What follows belongs to an exercise in optimizing a design on an open flow for small area, a short achievable clock period and few clock cycles; a production flow would make more cautious choices.
No run shown here included a check of the RTL's function; only the layout flow was run.
Power figures rest on the tool's default switching activity, not on a simulated workload.

==> design/flow/design.v <==
package rqscp_pkg;
    localparam int QUEUE_DEPTH    = 8;
    localparam int SMALL_BUFFERS  = 8;
    localparam int MEDIUM_BUFFERS = 4;
    localparam int LARGE_BUFFERS  = 2;
    localparam int CNT_W  = 4;
    localparam int IDX_W  = 3;
    localparam int CLS_W  = 2;
    localparam int LEN_W  = 16;
    localparam int DATA_W = 73;
    localparam int ENTRY_W = DATA_W + CLS_W + IDX_W;
    localparam int CFG_ADDR_W = 2;
    localparam int CFG_DATA_W = 16;
    localparam logic [LEN_W-1:0] SMALL_BYTES_RST  = 16'd64;
    localparam logic [LEN_W-1:0] MEDIUM_BYTES_RST = 16'd256;
    localparam logic [LEN_W-1:0] LARGE_BYTES_RST  = 16'd4096;
    localparam int S_TDATA_W = 80;
    localparam int S_TUSER_W = 2;
    localparam int M_TDATA_W = 88;
    localparam int M_TUSER_W = 2;
    localparam logic [1:0] ACT_ENQUEUE = 2'd0;
    localparam logic [1:0] ACT_DEQUEUE = 2'd1;
    localparam logic [1:0] ST_DONE  = 2'd0;
    localparam logic [1:0] ST_FULL  = 2'd1;
    localparam logic [1:0] ST_NOFIT = 2'd2;
    localparam logic [1:0] ST_EMPTY = 2'd3;
    localparam logic [1:0] CLS_SMALL  = 2'd0;
    localparam logic [1:0] CLS_MEDIUM = 2'd1;
    localparam logic [1:0] CLS_LARGE  = 2'd2;
endpackage
module rqscp_ctrl
(
    input  logic clk,
    input  logic rst_n,
    input  logic s_tvalid,
    output logic s_tready,
    output logic m_tvalid,
    input  logic m_tready,
    output logic step
);
    logic pending_reg;
    assign s_tready = !pending_reg || m_tready;
    assign m_tvalid = pending_reg;
    assign step     = s_tvalid && s_tready;
    always_ff @(posedge clk or negedge rst_n)
    begin
        if (!rst_n)
        begin
            pending_reg <= 1'b0;
        end
        else if (step || m_tready)
        begin
            pending_reg <= step;
        end
    end
endmodule
module rqscp_dpath
(
    input  logic                                 clk,
    input  logic                                 rst_n,
    input  logic                                 step,
    input  logic [rqscp_pkg::S_TUSER_W-1:0]      action,
    input  logic [rqscp_pkg::DATA_W-1:0]         din,
    input  logic                                 cfg_we,
    input  logic [rqscp_pkg::CFG_ADDR_W-1:0]     cfg_addr,
    input  logic [rqscp_pkg::CFG_DATA_W-1:0]     cfg_wdata,
    output logic [rqscp_pkg::M_TUSER_W-1:0]      status,
    output logic [rqscp_pkg::CNT_W-1:0]          entry_count,
    output logic                                 head_valid,
    output logic [rqscp_pkg::ENTRY_W-1:0]        head
);
    localparam int D  = rqscp_pkg::QUEUE_DEPTH;
    localparam int EW = rqscp_pkg::ENTRY_W;
    logic [rqscp_pkg::LEN_W-1:0] small_bytes_reg;
    logic [rqscp_pkg::LEN_W-1:0] medium_bytes_reg;
    logic [rqscp_pkg::LEN_W-1:0] large_bytes_reg;
    logic [EW-1:0]                        store_reg [0:D-1];
    logic [rqscp_pkg::CNT_W-1:0]          cnt_reg;
    logic                                 ne_reg;
    logic [rqscp_pkg::M_TUSER_W-1:0]      status_reg;
    logic [rqscp_pkg::SMALL_BUFFERS-1:0]  small_used_reg;
    logic [rqscp_pkg::MEDIUM_BUFFERS-1:0] medium_used_reg;
    logic [rqscp_pkg::LARGE_BUFFERS-1:0]  large_used_reg;
    logic [rqscp_pkg::LEN_W-1:0] len;
    logic                        full;
    logic                        fit_s, fit_m, fit_l, fit;
    logic [rqscp_pkg::SMALL_BUFFERS-1:0]  small_take, small_give;
    logic [rqscp_pkg::MEDIUM_BUFFERS-1:0] medium_take, medium_give;
    logic [rqscp_pkg::LARGE_BUFFERS-1:0]  large_take, large_give;
    logic [rqscp_pkg::IDX_W-1:0] small_idx, medium_idx, pick_idx;
    logic [rqscp_pkg::CLS_W-1:0] pick_cls;
    logic                        enq_go, deq_go;
    logic [EW-1:0]               tail_entry;
    logic [rqscp_pkg::IDX_W-1:0] head_idx;
    logic [rqscp_pkg::CLS_W-1:0] head_cls;
    assign len  = din[72:57];
    assign full = cnt_reg[3];
    always_comb
    begin
        small_take = '0;
        for (int i = rqscp_pkg::SMALL_BUFFERS - 1; i >= 0; i--)
            if (!small_used_reg[i]) small_take = 8'(1) << i;
        medium_take = '0;
        for (int i = rqscp_pkg::MEDIUM_BUFFERS - 1; i >= 0; i--)
            if (!medium_used_reg[i]) medium_take = 4'(1) << i;
        large_take = '0;
        for (int i = rqscp_pkg::LARGE_BUFFERS - 1; i >= 0; i--)
            if (!large_used_reg[i]) large_take = 2'(1) << i;
        small_idx  = {|small_take[7:4], small_take[3] | small_take[2] | small_take[7] | small_take[6],
                      small_take[1] | small_take[3] | small_take[5] | small_take[7]};
        medium_idx = {1'b0, medium_take[3] | medium_take[2], medium_take[1] | medium_take[3]};
    end
    assign fit_s = (len <= small_bytes_reg)  && !(&small_used_reg);
    assign fit_m = (len <= medium_bytes_reg) && !(&medium_used_reg);
    assign fit_l = (len <= large_bytes_reg)  && !(&large_used_reg);
    assign fit   = fit_s || fit_m || fit_l;
    always_comb
    begin
        if (fit_s)
        begin
            pick_cls = rqscp_pkg::CLS_SMALL;
            pick_idx = small_idx;
        end
        else if (fit_m)
        begin
            pick_cls = rqscp_pkg::CLS_MEDIUM;
            pick_idx = medium_idx;
        end
        else
        begin
            pick_cls = rqscp_pkg::CLS_LARGE;
            pick_idx = {2'b00, large_take[1]};
        end
    end
    assign tail_entry = {pick_idx, pick_cls, din};
    assign enq_go = step && (action == rqscp_pkg::ACT_ENQUEUE) && !full && fit;
    assign deq_go = step && (action == rqscp_pkg::ACT_DEQUEUE) && ne_reg;
    assign head_idx = store_reg[0][EW-1 -: rqscp_pkg::IDX_W];
    assign head_cls = store_reg[0][rqscp_pkg::DATA_W +: rqscp_pkg::CLS_W];
    always_comb
    begin
        small_give  = (head_cls == rqscp_pkg::CLS_SMALL)  ? 8'(1) << head_idx : '0;
        medium_give = (head_cls == rqscp_pkg::CLS_MEDIUM) ? 4'(1) << head_idx[1:0] : '0;
        large_give  = (head_cls[1]) ? 2'(1) << head_idx[0] : '0;
    end
    always_ff @(posedge clk or negedge rst_n)
    begin
        if (!rst_n)
        begin
            small_bytes_reg  <= rqscp_pkg::SMALL_BYTES_RST;
            medium_bytes_reg <= rqscp_pkg::MEDIUM_BYTES_RST;
            large_bytes_reg  <= rqscp_pkg::LARGE_BYTES_RST;
        end
        else if (cfg_we)
        begin
            case (cfg_addr)
                2'd0: small_bytes_reg  <= cfg_wdata;
                2'd1: medium_bytes_reg <= cfg_wdata;
                2'd2: large_bytes_reg  <= cfg_wdata;
                default:
                begin
                end
            endcase
        end
    end
    always_ff @(posedge clk or negedge rst_n)
    begin
        if (!rst_n)
        begin
            cnt_reg         <= '0;
            ne_reg          <= 1'b0;
            status_reg      <= rqscp_pkg::ST_DONE;
            small_used_reg  <= '0;
            medium_used_reg <= '0;
            large_used_reg  <= '0;
        end
        else
        begin
            if (step)
            begin
                if (action == rqscp_pkg::ACT_ENQUEUE)
                    status_reg <= full ? rqscp_pkg::ST_FULL
                                : (fit ? rqscp_pkg::ST_DONE : rqscp_pkg::ST_NOFIT);
                else if (action == rqscp_pkg::ACT_DEQUEUE)
                    status_reg <= ne_reg ? rqscp_pkg::ST_DONE : rqscp_pkg::ST_EMPTY;
                else
                    status_reg <= rqscp_pkg::ST_DONE;
            end
            if (enq_go)
            begin
                cnt_reg <= cnt_reg + 1'b1;
                ne_reg  <= 1'b1;
                if (fit_s)
                    small_used_reg <= small_used_reg | small_take;
                else if (fit_m)
                    medium_used_reg <= medium_used_reg | medium_take;
                else
                    large_used_reg <= large_used_reg | large_take;
            end
            else if (deq_go)
            begin
                cnt_reg         <= cnt_reg - 1'b1;
                ne_reg          <= (cnt_reg != 4'd1);
                small_used_reg  <= small_used_reg & ~small_give;
                medium_used_reg <= medium_used_reg & ~medium_give;
                large_used_reg  <= large_used_reg & ~large_give;
            end
        end
    end
    always_ff @(posedge clk)
    begin
        for (int i = 0; i < D; i++)
        begin
            if (deq_go && i < D - 1)
                store_reg[i] <= store_reg[(i + 1) % D];
            else if (cnt_reg == 4'(i))
                store_reg[i] <= tail_entry;
        end
    end
    assign status      = status_reg;
    assign entry_count = cnt_reg;
    assign head_valid  = ne_reg;
    assign head        = ne_reg ? store_reg[0] : '0;
endmodule
module request_queue_with_size_class_pool
(
    input  logic                                 clk,
    input  logic                                 rst_n,
    input  logic                                 s_tvalid,
    output logic                                 s_tready,
    input  logic [rqscp_pkg::S_TDATA_W-1:0]      s_tdata,
    input  logic [rqscp_pkg::S_TUSER_W-1:0]      s_tuser,
    output logic                                 m_tvalid,
    input  logic                                 m_tready,
    output logic [rqscp_pkg::M_TDATA_W-1:0]      m_tdata,
    output logic [rqscp_pkg::M_TUSER_W-1:0]      m_tuser,
    input  logic                                 cfg_we,
    input  logic [rqscp_pkg::CFG_ADDR_W-1:0]     cfg_addr,
    input  logic [rqscp_pkg::CFG_DATA_W-1:0]     cfg_wdata
);
    logic                                 step;
    logic [rqscp_pkg::CNT_W-1:0]          entry_count;
    logic                                 head_valid;
    logic [rqscp_pkg::ENTRY_W-1:0]        head;
    rqscp_ctrl u_ctrl
    (
        .clk      (clk),
        .rst_n    (rst_n),
        .s_tvalid (s_tvalid),
        .s_tready (s_tready),
        .m_tvalid (m_tvalid),
        .m_tready (m_tready),
        .step     (step)
    );
    rqscp_dpath u_dpath
    (
        .clk         (clk),
        .rst_n       (rst_n),
        .step        (step),
        .action      (s_tuser),
        .din         (s_tdata[rqscp_pkg::DATA_W-1:0]),
        .cfg_we      (cfg_we),
        .cfg_addr    (cfg_addr),
        .cfg_wdata   (cfg_wdata),
        .status      (m_tuser),
        .entry_count (entry_count),
        .head_valid  (head_valid),
        .head        (head)
    );
    assign m_tdata = {5'd0, head, head_valid, entry_count};
endmodule
==> design/flow/run.sh <==
#!/bin/bash
# synth_recipe.tcl (not shown) runs the flow's synth.tcl, then flattens the netlist and writes it again
# the make line also repeats each setting of config.mk as NAME=value (left out here)
make -C /OpenROAD-flow-scripts/flow DESIGN_CONFIG=/design/flow/config.mk WORK_HOME=/design/flow/orfs CLKGATE_MAP_FILE= SYNTH_SCRIPT=/design/flow/synth_recipe.tcl finish
==> design/flow/config.mk <==
export PLATFORM = sky130hd
export DESIGN_NAME = request_queue_with_size_class_pool
export DESIGN_NICKNAME = request_queue_with_size_class_pool
export VERILOG_FILES = /design/flow/design.v
export SDC_FILE = /design/flow/constraint.sdc
export NUM_CORES = 4
export LEC_CHECK = 0
export CAP_MARGIN = 20
export CORE_MARGIN = 2
export CORE_UTILIZATION = 40
export SETUP_SLACK_MARGIN = 2.6
export SLEW_MARGIN = 20
==> design/flow/constraint.sdc <==
create_clock -name core_clock -period 5.0 [get_ports {clk}]
set_input_delay 1.0000 -clock core_clock [delete_from_list [all_inputs] [get_ports {clk}]]
set_output_delay 1.0000 -clock core_clock [all_outputs]
set_load 0.01 [all_outputs]
==> run summary, run 1 <==
number of global-route vias before repair 17200; Via density 5.46; Final Instance Count excl. Fillers 3271; synth cell count leaders 624 x edfxtp_1, 545 x a21o_1, 156 x clkbuf_1, 114 x and2_1, 67 x dfrtp_1; hold crit path type register to register; internal power 11.1 mW; Cell Area, Placed 31800 sq um; cell area after layout 38700 sq um; area of the multi-input gates 8830 sq um; Routed Antenna Nets 0; skew final 0.0158 ns; Reg power frac 46.3%; critical path class primary input to register; Critical Path Slowest Stage Cell or4_4; Worst Path Arrival 3.45 ns; Area growth syn-to-layout 34.5%; DR pass1 iterations 5; Psw 3.65 mW; TritonCTS Buffers 74; placed cells 2931; die height 272 um; wire per inst 25.6 um; biggest area consumer among synthesized cells edfxtp_1; Net Sw Frac 24.7%; NumNets Final 2423; CTS Hold Bufs 0; CP Cell Sequence buf_4, ha_4, nand4_1, or4_4, a21o_1, o211a_4, or2_4, buf_4, buf_6, o21ai_2, nand4b_1, o2bb2ai_1; routed vias 17900; core area 71400 sq um; gr ovfl total 0; max_cap viols 0; Worst Path Required 5.48 ns; Register Area 20500 sq um; H-tree depth 3; fmax 337 MHz; Clock Latency Late Sink 0.61 ns; ys flop type edfxtp_1; unrepaired setup endpoints after global routing true; clk buf depth 3; antenna violations before repair 2; max-slew violations 0; fin util 54.2%; PwrDens 382 nW/um^2; combinational share of power 16.9%; final number of hold-violating endpoints 0; synth unique cells 59; register area share after synthesis 71.2%; setup ws final 2.03 ns; fin crit share 59.3%; slew margin rel. 33.4%; Place WS 0.631 ns; top cell type's share of synthesized area 65.1%; worst-path fanout max 5; Synth Cell Area 28800 sq um; total track usage 20.0%; pin count of the biggest net entering global routing 85; Port Buffers 184; outcome timing/DRC/antenna clean; Worst setup SP type primary input; Synth Register Bits 694; CTS tree yes; asr flop ratio synth 10.1%; # fillers 5686; P_leak 16.7 nW; top-count cell post-synth edfxtp_1; CTS sink count 694; setup TNS 0 ns; syn_area_per_cell 14.9 sq um; Routed Wire Length 83800 um; share of post-route cells with drive strength above 1 30.1%; CTS Root Cell clkbuf_16; Fin Hold WS 0.499 ns; # rows 98; die width 272 um; max reg flops 624; global-route wire length before repair 111000 um; EDFF count, synth 624; dominant cells by area after synthesis edfxtp_1 65%, a21o_1 14%, dfrtp_1 5.8%, and2_1 2.5%, ha_1 2.3%; die area 74100 sq um; gp weighted congestion 0.778; Power Total 14.8 mW; Setup Viol. Count Final 0; Ys Warns 3; Max VDD drop 0.000229 V; post-layout min period 2.97 ns; crit-path most repeated cell buf_4; DRC 0; Post-Syn Instances 1936; Final HPWL DP 36000 um; Worst-path clk slew 0.06 ns; Worst path max stage delay 0.59 ns; Clock power frac 36.8%; Initial Util 40.3%; n_diodes 0; Worst-Margin Slew 0.995 ns; I/O Pins 197; critical path capture point type register; DR iter-0 viols 1585
## power by group through the flow
stage,sequential (mW),combinational (mW),clock (mW)
finish,6.84,2.50,5.44
global route,6.86,2.67,5.75
CTS,6.83,2.14,5.54
detailed placement,6.97,1.57,0
global placement,6.96,1.52,0
floorplan,6.91,1.05,0
## metal layers
layer	global-route usage [%]	vias to the layer above	routed length, um
met5	0	-	0
met4	5.49	0	2330
met3	2.48	129	4010
met2	34.7	570	43200
met1	26.6	9262	34200
li1	-	7910	-
## timing repair
action,CTS,global route
gates resized for setup,714,224
setup buffers,79,48
pin swaps,41,29
gates cloned,37,45
endpoints found under the setup margin,1227,970
## area by class of cell
cell class / instances / share of cell area, %
tap: 950 / 3.07
sequential: 694 / 53.0
clock inverter: 43 / 1.12
inverter: 56 / 0.553
multi-input combinational: 1048 / 22.8
timing repair buffer: 392 / 14.4
clock buffer: 88 / 5.00
## kinds of logic after synthesis
group / Yosys count / share of synthesized area, %
AOI/OAI and AO/OA: 645 / 16.5
xor gates and xnor gates: 2 / 0.0609
adders and majority gates: 52 / 2.26
buffers and inverters: 222 / 2.99
DFF: 694 / 71.2
muxes: 35 / 1.36
other: 1 / 0.0130
and+or+nand+nor: 285 / 5.54
## final timing paths
check	cells after the start	from	slack (ns)	to
max in group asynchronous	2	rst_n	3.46	u_dpath.medium_bytes_reg[8]
min reg2reg	2	u_dpath.status_reg[0]	0.50	u_dpath.status_reg[0]
max reg2reg	12	u_dpath.medium_bytes_reg[8]	2.04	u_dpath.large_used_reg[0]
min	2	u_dpath.status_reg[0]	0.50	u_dpath.status_reg[0]
max	12	s_tdata[66]	2.03	u_dpath.large_used_reg[0]
min in group asynchronous	1	rst_n	0.51	u_dpath.cnt_reg[1]
## worst max-delay path, delay by kind of cell
family / cells / cell delay [ns]
fa+ha+maj: 1 / 0.27
simple gates: 4 / 1.13
buf+inv: 3 / 0.41
compound gates: 4 / 0.64
## placed cells by master (no fill, tap or decap), types with 22 or more instances in the layout
cell type,count
clkdlybuf4s50_1,77
a21o_1,545
buf_6,117
ha_1,35
and2_4,147
buf_12,46
a21oi_1,22
clkbuf_16,102
edfxtp_1,624
nand2_1,43
buf_4,48
buf_16,40
inv_1,52
mux2_2,33
dfrtp_1,62
==> run 2: changes to the inputs <==
--- a/design/flow/config.mk
+++ b/design/flow/config.mk
@@ -9,4 +9,3 @@
 export CORE_MARGIN = 2
 export CORE_UTILIZATION = 40
-export SETUP_SLACK_MARGIN = 2.6
 export SLEW_MARGIN = 20
==> run 2 against run 1 <==
Cell count down 6.3%. Sequential power about the same. Clock skew up 0.0097 ns. Combinational power down about 40%. Hold slack worse by 0.22 ns. Synthesized area unchanged. Die area unchanged. Fmax down 25%. First-iteration DRC count down 30%. Clock-buffer cell count up 6. Register-to-register slack worse by 0.33 ns. Critical path depth down 9. Critical endpoint is now m_tdata[69].
==> run summary, run 2 <==
gr ovfl total 0 (unchanged); top-count cell post-synth edfxtp_1; # fillers 6237 (+9.7%); asr flop ratio synth 10.1% (unchanged); Final HPWL DP 34600 um (-3.9%); Final Instance Count excl. Fillers 3066 (-6.3%); antenna violations before repair 0 (-2); Synth Register Bits 694 (unchanged); global-route wire length before repair 92300 um (-17%); synth cell count leaders 624 x edfxtp_1, 545 x a21o_1, 156 x clkbuf_1, 114 x and2_1, 67 x dfrtp_1; TritonCTS Buffers 74 (unchanged); CTS Hold Bufs 0 (unchanged); DRC 0 (unchanged); skew final 0.0255 ns (+0.00971 ns); Initial Util 40.3% (unchanged); cell area after layout 33700 sq um (-13%); Area growth syn-to-layout 17.3%; fmax 253 MHz (-25%); Place WS 0.567 ns (-0.0631 ns); # rows 98 (unchanged); post-layout min period 3.95 ns (+0.990 ns); critical path capture point type primary output; metal2 WL 28100 um (-35%); critical path class register to primary output; fin crit share 79.1% (+20 points); biggest area consumer among synthesized cells edfxtp_1; M1 wire length 26800 um (-22%); Critical Path Slowest Stage Cell dfrtp_2; clk buf depth 3 (unchanged); CP Cell Sequence buf_4, and2_1, clkdlybuf4s50_1; top cell type's share of synthesized area 65.1% (unchanged); Worst Path Required 4.00 ns (-1.48 ns); NumNets Final 2217 (-8.5%); commonest non-fill, non-tap cell in the layout edfxtp_1; Post-Syn Instances 1936 (unchanged); total setup buffers inserted after CTS 0 (-100%); final number of hold-violating endpoints 0 (unchanged); CTS tree yes; outcome timing/DRC/antenna clean; die area 74100 sq um (unchanged); Worst-path clk slew 0.05 ns (about the same); worst-path fanout max 45 (+40); number of global-route vias before repair 16100 (-6.2%); Cell Area, Placed 31500 sq um (-0.97%); syn_area_per_cell 14.9 sq um (unchanged); pin count of the biggest net entering global routing 182 (+110%); P_leak 14.2 nW (-15%); EDFF count, synth 624 (unchanged); routed vias 15800 (-12%); Synth Cell Area 28800 sq um (unchanged); Clock Latency Late Sink 0.61 ns (about the same); DR iter-0 viols 1117 (-30%); register area share after synthesis 71.2% (unchanged); most frequent cells in the layout 624 x edfxtp_1, 545 x a21o_1, 183 x clkdlybuf4s50_1; die height 272 um (unchanged); dominant cells by area after synthesis edfxtp_1 65%, a21o_1 14%, dfrtp_1 5.8%, and2_1 2.5%, ha_1 2.3%; slew margin rel. 32.2% (-1.1 points); gp weighted congestion 0.772 (-0.71%); Routed Wire Length 58400 um (-30%); Routed Antenna Nets 0 (unchanged); Port Buffers 184 (unchanged); Worst Path Arrival 2.95 ns (-0.50 ns); Setup Viol. Count Final 0 (unchanged); post-CTS sizing 0 (-100%); ys flop type edfxtp_1; synth unique cells 59 (unchanged); max reg flops 624 (unchanged); met3 wire length 2390 um (-40%); I/O Pins 197 (unchanged); share of post-route cells with drive strength above 1 8.65% (-21 points); unrepaired setup endpoints after global routing false; CTS sink count 694 (unchanged); Top Metal Used met4; CTS Root Cell clkbuf_16; H-tree depth 3 (unchanged); PwrDens 396 nW/um^2 (+3.7%); Via density 5.15 (-5.7%); DR pass1 iterations 6 (+1); hold crit path type primary input to async pin; Worst path max stage delay 0.76 ns (+0.17 ns); Worst setup SP type register; Power Total 13.4 mW (-9.5%); total track usage 15.8% (-4.2 points); max_cap viols 0 (unchanged); setup ws final 1.05 ns (-0.990 ns); Worst-Margin Slew 1.01 ns (+0.0184 ns); setup TNS 0 ns (unchanged); Max VDD drop 0.000257 V (+12%); Ys Warns 3 (unchanged); die width 272 um (unchanged); max-slew violations 0 (unchanged); wire per inst 19.0 um (-26%); placed cells 2934 (+0.10%); core area 71400 sq um (unchanged)
-- run 2: cell counts after synthesis --
No cell type changed its count.
-- run 2: kinds of logic after synthesis --
kind of cell / synth area share, %
DFF: 71.2
AOI/OAI and AO/OA: 16.5
and+or+nand+nor: 5.54
buffers and inverters: 2.99
adders and majority gates: 2.26
muxes: 1.36
xor gates and xnor gates: 0.0609
other: 0.0130
-- run 2: layer usage --
layer / up-vias / track usage, %
met2: 340 / 26.1
li1: 7426 / -
met5: - / 0
met1: 7940 / 21.8
met4: 0 / 4.67
met3: 84 / 2.42
-- run 2: cell type report --
cell class | count | area, sq um | area share, %
well taps | 950 | 1190 | 3.52
repair buffers | 210 | 2130 | 6.32
flip-flops and latches | 694 | 20500 | 60.7
clock buffers | 94 | 1960 | 5.80
clock inverters | 37 | 263 | 0.779
inverters | 56 | 210 | 0.623
diodes | 1 | 2.50 | 0.00741
multi-input cells | 1024 | 7500 | 22.2
-- run 2: worst max-delay path, delay by kind of cell, from the launching register on --
family        cells  cell delay [ns]
simple gates      1             0.38
buf+inv           2             1.16
flops             1             0.76
-- run 2: path summary, 6_finish.rpt --
| path | startpoint | to | slack (ns) | depth (start not counted) |
|---|---|---|---|---|
| max | u_dpath.ne_reg | m_tdata[69] | 1.05 | 3 |
| min | rst_n | u_dpath.cnt_reg[3] | 0.27 | 1 |
| max reg2reg | u_dpath.ne_reg | u_dpath.store_reg[5][77] | 1.71 | 5 |
| min reg2reg | u_dpath.store_reg[5][4] | u_dpath.store_reg[4][4] | 0.49 | 1 |
| max in group asynchronous | rst_n | u_dpath.small_used_reg[0] | 3.66 | 2 |
| min in group core_clock | u_dpath.store_reg[5][4] | u_dpath.store_reg[4][4] | 0.49 | 1 |
-- run 2: metrics by stage --
stage | utilization (%) | hold WS, ns
global placement | 44.2 | 0.470
detailed placement | 44.2 | 0.491
CTS | 47.3 | 0.240
floorplan | - | 0.460
global route | 47.3 | 0.264
finish | 47.3 | 0.274
-- run 2: power by group --
part	internal, mW	total, mW	switching [mW]
Sequential	6.70	6.84	0.139
Clock	2.79	5.03	2.23
Combinational	0.685	1.50	0.815
Total	10.2	13.4	3.19
==> run 3: changes to the inputs <==
--- a/design/flow/design.v
+++ b/design/flow/design.v
@@ -72,7 +72,32 @@
     localparam int D  = rqscp_pkg::QUEUE_DEPTH;
     localparam int EW = rqscp_pkg::ENTRY_W;
-    logic [rqscp_pkg::LEN_W-1:0] small_bytes_reg;
-    logic [rqscp_pkg::LEN_W-1:0] medium_bytes_reg;
-    logic [rqscp_pkg::LEN_W-1:0] large_bytes_reg;
+    localparam int LW = rqscp_pkg::LEN_W;
+    function automatic logic le16(input logic [LW-1:0] a, input logic [LW-1:0] b);
+        logic [15:0] g1, l1;
+        logic [7:0]  g2, l2;
+        logic [3:0]  g3, l3;
+        logic [1:0]  g4, l4;
+        g1 = a & ~b;
+        l1 = ~a & b;
+        for (int i = 0; i < 8; i++)
+        begin
+            g2[i] = g1[2*i+1] | (!l1[2*i+1] & g1[2*i]);
+            l2[i] = l1[2*i+1] | (!g1[2*i+1] & l1[2*i]);
+        end
+        for (int i = 0; i < 4; i++)
+        begin
+            g3[i] = g2[2*i+1] | (!l2[2*i+1] & g2[2*i]);
+            l3[i] = l2[2*i+1] | (!g2[2*i+1] & l2[2*i]);
+        end
+        for (int i = 0; i < 2; i++)
+        begin
+            g4[i] = g3[2*i+1] | (!l3[2*i+1] & g3[2*i]);
+            l4[i] = l3[2*i+1] | (!g3[2*i+1] & l3[2*i]);
+        end
+        le16 = !(g4[1] | (!l4[1] & g4[0]));
+    endfunction
+    logic [LW-1:0] small_bytes_reg;
+    logic [LW-1:0] medium_bytes_reg;
+    logic [LW-1:0] large_bytes_reg;
     logic [EW-1:0]                        store_reg [0:D-1];
     logic [rqscp_pkg::CNT_W-1:0]          cnt_reg;
@@ -82,7 +107,8 @@
     logic [rqscp_pkg::MEDIUM_BUFFERS-1:0] medium_used_reg;
     logic [rqscp_pkg::LARGE_BUFFERS-1:0]  large_used_reg;
-    logic [rqscp_pkg::LEN_W-1:0] len;
+    logic [LW-1:0]               len;
     logic                        full;
     logic                        fit_s, fit_m, fit_l, fit;
+    logic                        use_s, use_m, use_l;
     logic [rqscp_pkg::SMALL_BUFFERS-1:0]  small_take, small_give;
     logic [rqscp_pkg::MEDIUM_BUFFERS-1:0] medium_take, medium_give;
@@ -90,8 +116,11 @@
     logic [rqscp_pkg::IDX_W-1:0] small_idx, medium_idx, pick_idx;
     logic [rqscp_pkg::CLS_W-1:0] pick_cls;
-    logic                        enq_go, deq_go;
+    logic                        is_enq, is_deq;
+    logic                        enq_try, enq_go, deq_go;
     logic [EW-1:0]               tail_entry;
     logic [rqscp_pkg::IDX_W-1:0] head_idx;
     logic [rqscp_pkg::CLS_W-1:0] head_cls;
+    logic [D-1:0]                at_cnt;
+    logic [EW-1:0]               store_next [0:D-1];
     assign len  = din[72:57];
     assign full = cnt_reg[3];
@@ -107,33 +136,24 @@
         for (int i = rqscp_pkg::LARGE_BUFFERS - 1; i >= 0; i--)
             if (!large_used_reg[i]) large_take = 2'(1) << i;
-        small_idx  = {|small_take[7:4], small_take[3] | small_take[2] | small_take[7] | small_take[6],
-                      small_take[1] | small_take[3] | small_take[5] | small_take[7]};
-        medium_idx = {1'b0, medium_take[3] | medium_take[2], medium_take[1] | medium_take[3]};
-    end
-    assign fit_s = (len <= small_bytes_reg)  && !(&small_used_reg);
-    assign fit_m = (len <= medium_bytes_reg) && !(&medium_used_reg);
-    assign fit_l = (len <= large_bytes_reg)  && !(&large_used_reg);
+        small_idx  = {|small_take[7:4], |{small_take[7:6], small_take[3:2]},
+                      |{small_take[7], small_take[5], small_take[3], small_take[1]}};
+        medium_idx = {1'b0, |medium_take[3:2], medium_take[3] | medium_take[1]};
+    end
+    assign fit_s = le16(len, small_bytes_reg)  && !(&small_used_reg);
+    assign fit_m = le16(len, medium_bytes_reg) && !(&medium_used_reg);
+    assign fit_l = le16(len, large_bytes_reg)  && !(&large_used_reg);
     assign fit   = fit_s || fit_m || fit_l;
-    always_comb
-    begin
-        if (fit_s)
-        begin
-            pick_cls = rqscp_pkg::CLS_SMALL;
-            pick_idx = small_idx;
-        end
-        else if (fit_m)
-        begin
-            pick_cls = rqscp_pkg::CLS_MEDIUM;
-            pick_idx = medium_idx;
-        end
-        else
-        begin
-            pick_cls = rqscp_pkg::CLS_LARGE;
-            pick_idx = {2'b00, large_take[1]};
-        end
-    end
+    assign use_s = fit_s;
+    assign use_m = !fit_s && fit_m;
+    assign use_l = !fit_s && !fit_m && fit_l;
+    assign pick_cls = use_s ? rqscp_pkg::CLS_SMALL : (use_m ? rqscp_pkg::CLS_MEDIUM : rqscp_pkg::CLS_LARGE);
+    assign pick_idx = ({3{use_s}} & small_idx) | ({3{use_m}} & medium_idx)
+                    | {2'b00, use_l & large_take[1]};
     assign tail_entry = {pick_idx, pick_cls, din};
-    assign enq_go = step && (action == rqscp_pkg::ACT_ENQUEUE) && !full && fit;
-    assign deq_go = step && (action == rqscp_pkg::ACT_DEQUEUE) && ne_reg;
+    assign is_enq  = (action == rqscp_pkg::ACT_ENQUEUE);
+    assign is_deq  = (action == rqscp_pkg::ACT_DEQUEUE);
+    assign enq_try = step && is_enq && !full;
+    assign enq_go  = enq_try && fit;
+    assign deq_go  = step && is_deq && ne_reg;
     assign head_idx = store_reg[0][EW-1 -: rqscp_pkg::IDX_W];
     assign head_cls = store_reg[0][rqscp_pkg::DATA_W +: rqscp_pkg::CLS_W];
@@ -179,8 +199,8 @@
             if (step)
             begin
-                if (action == rqscp_pkg::ACT_ENQUEUE)
+                if (is_enq)
                     status_reg <= full ? rqscp_pkg::ST_FULL
                                 : (fit ? rqscp_pkg::ST_DONE : rqscp_pkg::ST_NOFIT);
-                else if (action == rqscp_pkg::ACT_DEQUEUE)
+                else if (is_deq)
                     status_reg <= ne_reg ? rqscp_pkg::ST_DONE : rqscp_pkg::ST_EMPTY;
                 else
@@ -191,35 +211,96 @@
                 cnt_reg <= cnt_reg + 1'b1;
                 ne_reg  <= 1'b1;
-                if (fit_s)
-                    small_used_reg <= small_used_reg | small_take;
-                else if (fit_m)
-                    medium_used_reg <= medium_used_reg | medium_take;
-                else
-                    large_used_reg <= large_used_reg | large_take;
             end
             else if (deq_go)
             begin
-                cnt_reg         <= cnt_reg - 1'b1;
-                ne_reg          <= (cnt_reg != 4'd1);
-                small_used_reg  <= small_used_reg & ~small_give;
-                medium_used_reg <= medium_used_reg & ~medium_give;
-                large_used_reg  <= large_used_reg & ~large_give;
+                cnt_reg <= cnt_reg - 1'b1;
+                ne_reg  <= (cnt_reg != 4'd1);
             end
+            small_used_reg  <= (small_used_reg & ~({8{deq_go}} & small_give))
+                             | ({8{enq_try && use_s}} & small_take);
+            medium_used_reg <= (medium_used_reg & ~({4{deq_go}} & medium_give))
+                             | ({4{enq_try && use_m}} & medium_take);
+            large_used_reg  <= (large_used_reg & ~({2{deq_go}} & large_give))
+                             | ({2{enq_try && use_l}} & large_take);
         end
     end
+    logic [D-1:0] sel_up, sel_ld, sel_hold;
+    always_comb
+    begin
+        for (int i = 0; i < D; i++)
+            at_cnt[i] = (cnt_reg == 4'(i));
+        sel_up[0]   = deq_go && !at_cnt[1];
+        sel_ld[0]   = at_cnt[0] && enq_go;
+        sel_hold[0] = !deq_go && !at_cnt[0];
+        for (int i = 1; i < D; i++)
+        begin
+            sel_up[i]   = deq_go && (i < D - 1);
+            sel_ld[i]   = !deq_go && at_cnt[i];
+            sel_hold[i] = !deq_go && !at_cnt[i];
+        end
+        if (D > 0)
+        begin
+            sel_ld[D - 1]   = at_cnt[D - 1];
+            sel_hold[D - 1] = !at_cnt[D - 1];
+        end
+    end
+    for (genvar i = 0; i < D - 1; i++)
+    begin : g_slot
+        for (genvar b = 0; b < EW; b++)
+        begin : g_bit
+            rqscp_sel3 u_sel
+            (
+                .a  (store_reg[(i + 1) % D][b]),
+                .sa (sel_up[i]),
+                .b  (tail_entry[b]),
+                .sb (sel_ld[i]),
+                .c  (store_reg[i][b]),
+                .sc (sel_hold[i]),
+                .y  (store_next[i][b])
+            );
+        end
+    end
+    for (genvar b = 0; b < EW; b++)
+    begin : g_last
+        rqscp_sel2 u_sel
+        (
+            .b  (tail_entry[b]),
+            .sb (sel_ld[D - 1]),
+            .c  (store_reg[D - 1][b]),
+            .sc (sel_hold[D - 1]),
+            .y  (store_next[D - 1][b])
+        );
+    end
     always_ff @(posedge clk)
     begin
         for (int i = 0; i < D; i++)
-        begin
-            if (deq_go && i < D - 1)
-                store_reg[i] <= store_reg[(i + 1) % D];
-            else if (cnt_reg == 4'(i))
-                store_reg[i] <= tail_entry;
-        end
+            store_reg[i] <= store_next[i];
     end
     assign status      = status_reg;
     assign entry_count = cnt_reg;
     assign head_valid  = ne_reg;
-    assign head        = ne_reg ? store_reg[0] : '0;
+    assign head        = store_reg[0];
+endmodule
+module rqscp_sel3
+(
+    input  logic a,
+    input  logic sa,
+    input  logic b,
+    input  logic sb,
+    input  logic c,
+    input  logic sc,
+    output logic y
+);
+    assign y = (a & sa) | (b & sb) | (c & sc);
+endmodule
+module rqscp_sel2
+(
+    input  logic b,
+    input  logic sb,
+    input  logic c,
+    input  logic sc,
+    output logic y
+);
+    assign y = (b & sb) | (c & sc);
 endmodule
 module request_queue_with_size_class_pool
--- a/design/flow/config.mk
+++ b/design/flow/config.mk
@@ -10,2 +10,4 @@
 export CORE_UTILIZATION = 40
 export SLEW_MARGIN = 20
+export SYNTH_HIERARCHICAL = 1
+export SYNTH_MINIMUM_KEEP_SIZE = 0
==> run 3 against run 2 <==
Still clean on timing, DRC and antenna. Clock power is 7.8% higher. Clock-buffer cell count is 20 higher. First-iteration DRC count grew to 3.7 times the previous value. Total power is 42% higher. Sequential share of layout area is 14 points lower. Synthesized cell count is 15% higher. Sequential power is 37% higher. Critical path depth is 9 higher. Global-route usage is 6.0 points higher. Critical path type is now primary input to register. Largest cell class unchanged. Highest routed layer unchanged.
==> run summary, run 3 <==
unrepaired setup endpoints after global routing false; biggest area consumer among synthesized cells dfxtp_1; slew margin rel. 21.0% (-11 points); ys flop type dfxtp_1; most frequent cells in the layout 624 x dfxtp_1, 575 x inv_1, 546 x a222oi_1; H-tree depth 3 (unchanged); total setup buffers inserted after CTS 0 (unchanged); Worst-Margin Slew 1.19 ns (+0.172 ns); cell area after layout 30800 sq um (-8.9%); Routed Wire Length 73000 um (+25%); die area 64200 sq um (-13%); Worst path max stage delay 0.69 ns (-0.07 ns); TritonCTS Buffers 74 (unchanged); clk buf depth 3 (unchanged); Worst-path clk slew 0.06 ns (about the same); Worst Path Required 5.48 ns (+1.48 ns); dominant cells by area after synthesis dfxtp_1 50%, a222oi_1 22%, inv_1 8.7%, dfrtp_1 6.7%, a22o_1 2.8%; top cell type's share of synthesized area 50.2% (-15 points); CP Cell Sequence clkdlybuf4s50_1, nor2b_1, o21bai_1, a41oi_1, nor4_1, a211oi_4, nor2_1, nor3_1, buf_4, o2bb2ai_1, a222oi_1, inv_1; Psw 5.36 mW (+68%); Net Sw Frac 28.2% (+4.4 points); global-route wire length before repair 112000 um (+22%); critical path class primary input to register; fmax 252 MHz (-0.47%); Port Buffers 184 (unchanged); setup TNS 0 ns (unchanged); NumNets Final 2621 (+18%); Setup Viol. Count Final 0 (unchanged); outcome timing/DRC/antenna clean; share of post-route cells with drive strength above 1 9.27% (+0.62 points); reg-to-reg slack, setup 1.86 ns (+0.15 ns); fin crit share 79.5% (+0.37 points); CTS Hold Bufs 0 (unchanged); syn_area_per_cell 11.2 sq um (-25%); Worst Path Arrival 4.45 ns (+1.50 ns); commonest non-fill, non-tap cell in the layout dfxtp_1; FF-to-FF path depth 5 (unchanged); Reg power frac 49.2% (-2.0 points); EDFF count, synth 0 (-100%); Power Total 19.0 mW (+42%); # fillers 5392 (-14%); Post-Syn Instances 2222 (+15%); Worst setup SP type primary input; gr ovfl total 0 (unchanged); Max VDD drop 0.000344 V (+34%); pin count of the biggest net entering global routing 259 (+42%); Via density 6.08 (+18%); Initial Util 40.4% (+0.085 points); gp weighted congestion 0.795 (+3.0%); antenna violations before repair 0 (unchanged); critical path capture point type register; DR iter-0 viols 4154 (+270%); # rows 91 (-7.1%); number of global-route vias before repair 20300 (+26%); synth unique cells 59 (unchanged); register area share after synthesis 57.3% (-14 points); DRC 0 (unchanged); Synth Register Bits 694 (unchanged); max_cap viols 0 (unchanged); R2R Path End u_dpath.store_reg[7][42]; P_leak 15.0 nW (+6.0%); final number of hold-violating endpoints 0 (unchanged); max reg flops 624 (unchanged); internal power 13.6 mW (+34%); Clock Latency Late Sink 0.61 ns (about the same); n_diodes 0 (-1); CTS tree yes; combinational share of power 22.3% (+11 points); wire per inst 21.4 um (+12%); hold crit path type primary input to async pin; total track usage 21.8% (+6.0 points); PwrDens 617 nW/um^2 (+56%); routed vias 20700 (+31%); Area growth syn-to-layout 23.6%; synth cell count leaders 624 x dfxtp_1, 577 x inv_1, 546 x a222oi_1, 79 x a22o_1, 67 x dfrtp_1; die height 253 um (-6.9%); core area 61600 sq um (-14%); Clock power frac 28.5% (-9.1 points); asr flop ratio synth 10.1% (unchanged); CTS Root Cell clkbuf_16; post-CTS sizing 0 (unchanged); DR pass1 iterations 17 (+11); Ys Warns 11 (+8); top-count cell post-synth dfxtp_1; Cell Area, Placed 28300 sq um (-10%); CTS sink count 694 (unchanged); R2R Path Start u_dpath.cnt_reg[2]; die width 253 um (-6.9%); Final HPWL DP 39600 um (+15%); max-slew violations 0 (unchanged); Critical Path Slowest Stage Cell clkdlybuf4s50_1; worst-path fanout max 14 (-69%); Routed Antenna Nets 0 (unchanged); skew final 0.0168 ns (-0.00874 ns); Synth Cell Area 24900 sq um (-14%); I/O Pins 197 (unchanged); post-layout min period 3.97 ns (+0.0186 ns)
[run 3: worst max path at each step]
stage,from,endpoint,slack (ns),cells past startpoint
after global placement,s_tdata[61],u_dpath.store_reg[0][76],0.55,12
after floorplan,m_tready,u_dpath.store_reg[0][0],-0.60,8
after global routing,s_tdata[61],u_dpath.store_reg[6][76],0.80,12
after CTS,s_tdata[61],u_dpath.store_reg[3][76],1.10,12
final,s_tdata[61],u_dpath.store_reg[3][76],1.03,12
after detailed placement,s_tdata[61],u_dpath.store_reg[3][76],0.46,12
[run 3: cell families (layout without fill, tap and decap cells)]
logic type / Yosys count / after routing / share of synthesized area (%)
AOI/OAI and AO/OA: 729 / 729 / 27.5
buffers and inverters: 594 / 936 / 9.08
DFF: 694 / 694 / 57.3
adders and majority gates: 33 / 33 / 1.41
muxes: 46 / 46 / 2.08
other: 1 / 5 / 0.0151
and+or+nand+nor: 125 / 125 / 2.63
[run 3: Yosys stat by module, one instance, submodules excluded]
module / area [sq um] / cells inside
request_queue_with_size_class_pool: 48.8 / 7
rqscp_ctrl: 53.8 / 4
rqscp_dpath: 16600 / 1041
rqscp_sel2: 8.76 / 1
rqscp_sel3: 13.8 / 2
[run 3: layout make-up]
class | instances | area [sq um] | area share (%)
tap | 837 | 1050 | 3.40
clock inverter | 18 | 191 | 0.622
inverter | 577 | 2170 | 7.07
clock buffer | 114 | 2240 | 7.27
multi-input combinational | 938 | 8530 | 27.7
timing repair buffer | 227 | 2330 | 7.57
sequential | 694 | 14200 | 46.3
[run 3: power groups by stage]
stage          registers, mW  clock network (mW)  logic, mW
2_1_floorplan           9.10                   0       2.84
6_report                9.34                5.42       4.23
4_1_cts                 9.30                5.54       4.25
5_1_grt                 9.58                5.76       4.73
3_5_place_dp            9.38                   0       4.22
3_3_place_gp            9.27                   0       4.04
[run 3: critical path, delay by kind of cell]
kind	cells	cell delay, ns
compound gates	5	1.11
buf+inv	3	0.95
simple gates	4	1.39
[run 3: per-layer routing]
metal / vias to the layer above / wire length, um / part of all wire (%) / track usage, %
met4: 0 / 1750 / 2.4 / 7.95
met1: 10300 / 31000 / 43 / 28.1
met3: 101 / 5230 / 7.2 / 3.41
met2: 860 / 35000 / 48 / 37.0
met5: - / 0 / 0 / 0
li1: 9411 / - / - / -
[run 3: metrics by stage]
step	util [%]	worst slack (ns)	instances	hold WS [ns]
2_1_floorplan	-	-0.600	2226	0.442
3_5_place_dp	46.0	0.457	3273	0.457
4_1_cts	49.9	1.10	3405	0.326
5_1_grt	49.9	0.805	3405	0.372
3_3_place_gp	46.0	0.552	3272	0.455
6_report	49.9	1.03	3405	0.352
==> run 4: changes to the inputs <==
--- a/design/flow/config.mk
+++ b/design/flow/config.mk
@@ -9,4 +9,5 @@
 export CORE_MARGIN = 2
 export CORE_UTILIZATION = 40
+export SETUP_SLACK_MARGIN = 2.6
 export SLEW_MARGIN = 20
 export SYNTH_HIERARCHICAL = 1
==> run 4 against run 3 <==
Highest routed layer is now met5. Worst setup slack better by 0.98 ns. Flip-flop and latch count stayed put. Clock-buffer cell count is 5 lower. Still clean on timing, DRC and antenna. Critical path type is now register to register. Critical endpoint is now u_dpath.store_reg[0][75].
==> run summary, run 4 <==
# rows 91 (unchanged); total track usage 30.4% (+8.6 points); Clock Latency Late Sink 0.64 ns (+0.03 ns); die area 64200 sq um (unchanged); dominant cells by area after synthesis dfxtp_1 50%, a222oi_1 22%, inv_1 8.7%, dfrtp_1 6.7%, a22o_1 2.8%; global-route wire length before repair 146000 um (+30%); max-slew violations 0 (unchanged); slew margin rel. 37.0% (+16 points); Post-Syn Instances 2222 (unchanged); critical path class register to register; Initial Util 40.4% (unchanged); ys flop type dfxtp_1; core area 61600 sq um (unchanged); syn_area_per_cell 11.2 sq um (unchanged); max_cap viols 0 (unchanged); fmax 334 MHz (+33%); Synth Register Bits 694 (unchanged); Fin Hold WS 0.478 ns (+0.126 ns); Port Buffers 184 (unchanged); Final HPWL DP 38900 um (-1.9%); Worst-Margin Slew 0.945 ns (-0.240 ns); cell area after layout 37300 sq um (+21%); asr flop ratio synth 10.1% (unchanged); NumNets Final 2936 (+12%); DR pass1 iterations 17 (unchanged); outcome timing/DRC/antenna clean; PwrDens 544 nW/um^2 (-12%); Synth Area in Compound Gates 27.5% (unchanged); Via density 6.67 (+9.6%); biggest area consumer among synthesized cells dfxtp_1; CTS sink count 694 (unchanged); final number of hold-violating endpoints 0 (unchanged); EDFF count, synth 0 (unchanged); Cell Area, Placed 28400 sq um (about the same); Area growth syn-to-layout 49.7%; Ys Warns 11 (unchanged); DR iter-0 viols 6600 (+59%); Routed Wire Length 117000 um (+61%); top cell type's share of synthesized area 50.2% (unchanged); most frequent cells in the layout 616 x dfxtp_1, 567 x inv_1, 546 x a222oi_1; fin util 60.5% (+11 points); main combinational cell family by area after synthesis compound AO/OA/AOI/OAI gates; post-layout min period 3.00 ns (-0.977 ns); antenna violations before repair 6 (+6); setup TNS 0 ns (unchanged); synth cell count leaders 624 x dfxtp_1, 577 x inv_1, 546 x a222oi_1, 79 x a22o_1, 67 x dfrtp_1; Adder-Cell Fraction of Synth Area 1.41% (unchanged); Worst setup SP type register; synth unique cells 59 (unchanged); hold crit path type register to register; mux contribution to synthesized area 2.08% (unchanged); share of post-route cells with drive strength above 1 23.3% (+14 points); CTS tree yes; die height 253 um (unchanged); gp weighted congestion 0.771 (-3.0%); TritonCTS Buffers 74 (unchanged); H-tree depth 3 (unchanged); CTS Root Cell clkbuf_16; gr ovfl total 0 (unchanged); Routed Antenna Nets 0 (unchanged); number of global-route vias before repair 22400 (+10%); routed vias 24800 (+20%); wire per inst 31.5 um (+47%); worst-path fanout max 8 (-6); CTS Hold Bufs 0 (unchanged); Setup Viol. Count Final 0 (unchanged); unrepaired setup endpoints after global routing true; commonest non-fill, non-tap cell in the layout dfxtp_1; Max VDD drop 0.000268 V (-22%); register area share after synthesis 57.3% (unchanged); top-count cell post-synth dfxtp_1; pin count of the biggest net entering global routing 71 (-73%); max reg flops 624 (unchanged); P_leak 18.4 nW (+23%); Worst Path Arrival 3.49 ns (-0.96 ns); Worst Path Required 5.49 ns (about the same); die width 253 um (unchanged); DRC 0 (unchanged); Worst-path clk slew 0.06 ns (about the same); I/O Pins 197 (unchanged); # fillers 4697 (-13%); post-synthesis xor/xnor area fraction 0% (unchanged); Synth Area in Simple Gates 2.62% (unchanged); skew final 0.0355 ns (+0.0187 ns); fin crit share 59.9% (-20 points); critical path capture point type register; Synth Cell Area 24900 sq um (unchanged); clk buf depth 3 (unchanged)
run 4: cell families (layout without fill, tap and decap cells):
kind of cell | count (synthesis) | after routing
simple gates | 125 | 136
other cells | 1 | 9
buf+inv | 594 | 1240
compound gates | 729 | 729
mux | 46 | 46
flops | 694 | 694
fa+ha+maj | 33 | 33
run 4: where the power goes:
group	switching (mW)	internal [mW]	total [mW]
Combinational	2.29	2.77	5.07
Clock	2.36	3.39	5.75
Sequential	1.51	7.95	9.47
run 4: final cells by class:
cell class	instances	area [sq um]	area share (%)
repair inverters	4	47.5	0.128
diodes	4	10.0	0.0269
clock inverters	23	264	0.709
clock buffers	109	2260	6.06
well taps	837	1050	2.81
inverters	577	2200	5.92
multi-input cells	949	9100	24.4
repair buffers	527	8060	21.6
flip-flops and latches	694	14300	38.3
run 4: repair_timing:
action,in CTS,in global routing
gates cloned,94,75
pin swaps,109,124
buffers inserted,102,44
resized for setup,429,116
setup endpoints to repair,731,584
run 4: worst max-delay path: stages (launching register included):
cell and delay [ns]:
dfrtp_1 0.39, nor2b_4 0.13, maj3_2 0.30, maj3_2 0.31, maj3_2 0.34, a211oi_4 0.26, o22ai_4 0.13, o21ai_4 0.18
nor2_4 0.07, buf_12 0.17, buf_16 0.18, a222oi_1 0.28, inv_1 0.09
run 4: per-module statistics from Yosys, one instance, submodules excluded:
module                              flops+latches  area [sq um]  cells inside  times used
rqscp_dpath                                   693         16600          1041           1
rqscp_ctrl                                      1          53.8             4           1
request_queue_with_size_class_pool              0          48.8             7           1
rqscp_sel2                                      0          8.76             1          78
rqscp_sel3                                      0          13.8             2         546
run 4: path summary, 6_finish.rpt:
kind,startpoint,to,slack [ns],cells after the start
hold reg to reg,u_dpath.store_reg[0][24],u_dpath.store_reg[0][24],0.48,2
setup reg to reg,u_dpath.small_bytes_reg[12],u_dpath.store_reg[0][75],2.00,12
min in group asynchronous,rst_n,u_dpath.cnt_reg[0],0.61,2
max in group asynchronous,rst_n,u_dpath.ne_reg,3.75,2
setup / recovery,u_dpath.small_bytes_reg[12],u_dpath.store_reg[0][75],2.00,12
hold / removal,u_dpath.store_reg[0][24],u_dpath.store_reg[0][24],0.48,2
run 4: metal layers:
layer  global-route usage [%]  vias up  wire length, um
met5                        0        -               13
met4                     15.2        2             8730
met3                     6.14      497            16500
met2                     48.3     2059            50500
met1                     39.3    12100            41500
li1                         -    10200                -
run 4: stage by stage:
| step | worst slack (ns) | cells | total power, mW |
|---|---|---|---|
| global route | 1.89 | 3722 | 21.0 |
| global placement | 0.570 | 3273 | 13.3 |
| floorplan | 1.37 | 2226 | 12.0 |
| detailed placement | 0.483 | 3273 | 13.6 |
| finish | 2.00 | 3724 | 20.3 |
| CTS | 2.04 | 3601 | 19.6 |

[re-timing with driven ports]
How much do the figures lean on ideal ports? The routed layouts below were timed once more, with nothing changed but the port constraints.
Step 1 (the two cells are an assumption about what drives the block):
set clk [get_ports {clk}]
set_driving_cell -lib_cell sky130_fd_sc_hd__clkbuf_16 $clk
set_driving_cell -lib_cell sky130_fd_sc_hd__buf_2 [delete_from_list [all_inputs] $clk]
Step 2 adds t to the input delays and takes it off the output delays; t is the mean of the earliest and latest rising clock arrival at the registers after step 1. Input paths then give back, and output paths get back, about the clock's delay inside the block.
a / b / c = no drivers / after step 1 / after step 2; a / b = the first two.
run	shift t [ns]	slack for setup (ns)	worst hold slack (ns)	worst setup path at the end	latest minus earliest clock arrival (ns)
run 1	0.667	2.035 / 2.043 / 1.410	0.499 / 0.473 / 0.499	input to register	0.020 / 0.019
run 2	0.652	1.045 / 0.991 / 0.582	0.274 / 0.241 / 0.494	input to register	0.028 / 0.028
run 3	0.661	1.026 / 1.063 / 0.402	0.352 / 0.318 / 0.475	input to register	0.023 / 0.023
run 4	0.682	2.004 / 2.004 / 1.331	0.478 / 0.478 / 0.478	input to register	0.042 / 0.043
After both steps setup and hold are still met in every run listed. The setup slack of run 4, which loses most, moves by 0.000 ns with the drivers and by -0.673 ns with both steps.
